From an optimization exercise on the open Yosys and OpenROAD flow, aimed at small area and a short achievable clock period; shortcuts taken in it are not production practice. Power and IR drop assume default switching activity.

==> inputs of v37 <==
Design fir_filter, start of the top module:
module fir_filter
(
	input  logic        clk,
	input  logic        arst_n,  
	input  logic [15:0] x,       
	output logic [15:0] y        
);
==> flow/config.mk <==
export PLATFORM = sky130hd
export DESIGN_NAME = fir_filter
export DESIGN_NICKNAME = fir_filter
export VERILOG_FILES = /design/flow/design.v
export SDC_FILE = /design/flow/constraint.sdc
export NUM_CORES = 4
export LEC_CHECK = 0
export CAP_MARGIN = 20
export CORE_MARGIN = 2
export CORE_UTILIZATION = 40
export PLACE_DENSITY = 0.6
export SLEW_MARGIN = 20
export SYNTH_HIERARCHICAL = 1
export SYNTH_MINIMUM_KEEP_SIZE = 0
==> flow/constraint.sdc <==
create_clock -name core_clock -period 12.0 [get_ports {clk}]
set_input_delay 2.4000 -clock core_clock [delete_from_list [all_inputs] [get_ports {clk}]]
set_output_delay 2.4000 -clock core_clock [all_outputs]
set_load 0.01 [all_outputs]
run.sh (not shown) runs the stock make flow with config.mk's settings and CLKGATE_MAP_FILE= SYNTH_SCRIPT=/design/flow/synth_recipe.tcl, a recipe that flattens the netlist after the stock synthesis.
==> inputs of v16, as changes to v37 <==
==> flow/flow/run.sh (new file) <==
#!/bin/bash
# Layout flow: the standard flow (standard.sh), with faster port buffers.
# The flow's port buffering picks a slow delay-cell buffer for every port; here
# buffer_ports is told to use a plain buffer instead. Everything else is standard.
set -e
cp standard.sh standard_sh_copy.log
export BUFFER_PORTS_ARGS="-buffer_cell sky130_fd_sc_hd__buf_2"
bash standard.sh > standard_run.log 2>&1
==> flow/standard.sh (new file) <==
#!/bin/bash
# synth_recipe.tcl (not shown) runs the flow's synth.tcl, then flattens the netlist and writes it again
# the make line also repeats each setting of config.mk as NAME=value (left out here)
make -C /OpenROAD-flow-scripts/flow DESIGN_CONFIG=/design/flow/config.mk WORK_HOME=/design/flow/orfs CLKGATE_MAP_FILE= SYNTH_SCRIPT=/design/flow/synth_recipe.tcl "${@:-finish}"
removed: flow/run.sh
==> comparison <==
- In v37 the global-route usage is lower than in v16, by 0.39 points.
- Clock-buffer cell count is the same in v37 and v16.
- In v37 the cell area is higher than in v16, by about 0.6%.
- Between v37 and v16, the lower utilization is in v16 (gap 0.27 points).
No functional check of the RTL was part of any run of this note.


==> job 1141 <==
Another version of the RTL of fir_filter (not shown whole).
clock: 12.0 ns
lec_check: 0
cap_margin: 50
core_margin: 2
core_utilization: 40
place_density: 0.6
slew_margin: 80
synth_hierarchical: 1
synth_minimum_keep_size: 0
standard.sh (not shown) runs the stock make flow with config.mk's settings and CLKGATE_MAP_FILE= SYNTH_SCRIPT=/design/flow/synth_recipe.tcl, a recipe that flattens the netlist after the stock synthesis.
==> flow/flow/run.sh <==
#!/bin/bash
# Layout flow: the standard flow (standard.sh), with faster port buffers.
# The flow's port buffering picks a slow delay-cell buffer for every port; here
# buffer_ports is told to use a plain buffer instead. Everything else is standard.
set -e
cp standard.sh standard_sh_copy.log
export BUFFER_PORTS_ARGS="-buffer_cell sky130_fd_sc_hd__buf_2"
bash standard.sh > standard_run.log 2>&1
==> inputs of job 2261, as changes to job 1141 <==
--- a/flow/config.mk
+++ b/flow/config.mk
@@ -5,10 +5,11 @@
 export SDC_FILE = /design/flow/constraint.sdc
 export NUM_CORES = 4
 export LEC_CHECK = 0
-export CAP_MARGIN = 50
+export CAP_MARGIN = 20
 export CORE_MARGIN = 2
 export CORE_UTILIZATION = 40
+export CTS_BUF_LIST = sky130_fd_sc_hd__clkbuf_4 sky130_fd_sc_hd__clkbuf_8
 export PLACE_DENSITY = 0.6
-export SLEW_MARGIN = 80
+export SLEW_MARGIN = 20
 export SYNTH_HIERARCHICAL = 1
 export SYNTH_MINIMUM_KEEP_SIZE = 0
==> summary of the runs <==
Between job 2261 and job 1141, the lower design area is in job 2261 (gap 3.9%, measured against job 1141). Of job 1141 and job 2261, job 2261 has the higher clock skew (gap 0.036 ns). Between job 2261 and job 1141, the lower clock power is in job 2261 (gap about 8%, measured against job 1141). Between job 2261 and job 1141, the lower core utilization is in job 2261 (gap 1.8 points). In flip-flop and latch count, job 2261 and job 1141 do not differ. Combinational power: job 2261 is smaller than job 1141 (about 3%).
==> figures <==
quantity	job 1141	job 2261
Result of the run	finished clean	finished clean
Area of combinational cells with multiple inputs	13970 µm²	13660 µm²
Detailed placer's ending HPWL	36710 µm	35140 µm
Standard cell area after detailed placement	24880 µm²	24040 µm²
Met3 layer wire length in the routed design	2312 µm	1979 µm
Power dissipated in the clock network	1.19 mW	1.10 mW
Maximum single-stage delay on the critical path	0.58 ns	0.76 ns
Comb power frac	57.1%	57.2%
Worst hold start	zc4[4]	zc5[4]
Worst setup slack before clock tree synthesis	7.411 ns	7.159 ns
Per-cell routed wire length	20.14 µm	19.81 µm
Reg power frac	28.6%	29.3%
Fmax	216.9 MHz	219.1 MHz
Launching instance or port of the critical path	vr[5]	vr[11]
Function was not checked in any run of this note: the RTL went through the layout flow alone.

[static timing again, ports no longer ideal]
In the flow no input, the clock included, has a driving cell. The finished layouts below were timed again as built, in two steps.
Step 1 sets driving cells, clkbuf_16 on the clock port and buf_2 on the other inputs (assumed; they add their load-dependent delay and slew).
Step 2 also shifts input and output timing later by t, the mid clock arrival at the registers, as if the neighbouring blocks saw the same clock.
Slacks: ideal ports / drivers / drivers and shift; pairs: ideal ports / drivers.
run	t (ns)	slack for setup (ns)	hold slack, ns	worst setup path at the end
v37	0.607	7.382 / 7.414 / 6.806	0.472 / 0.472 / 0.472	input to register
v16	0.603	7.754 / 7.754 / 7.294	0.466 / 0.466 / 0.466	input to register
job 1141	0.606	7.389 / 7.389 / 7.389	0.467 / 0.467 / 0.467	register to register
job 2261	0.694	7.436 / 7.436 / 7.436	0.471 / 0.471 / 0.471	register to register
After both steps setup and hold are still met in every run listed. The setup slack of v37, which loses most, moves by +0.032 ns with the drivers and by -0.576 ns with both steps.
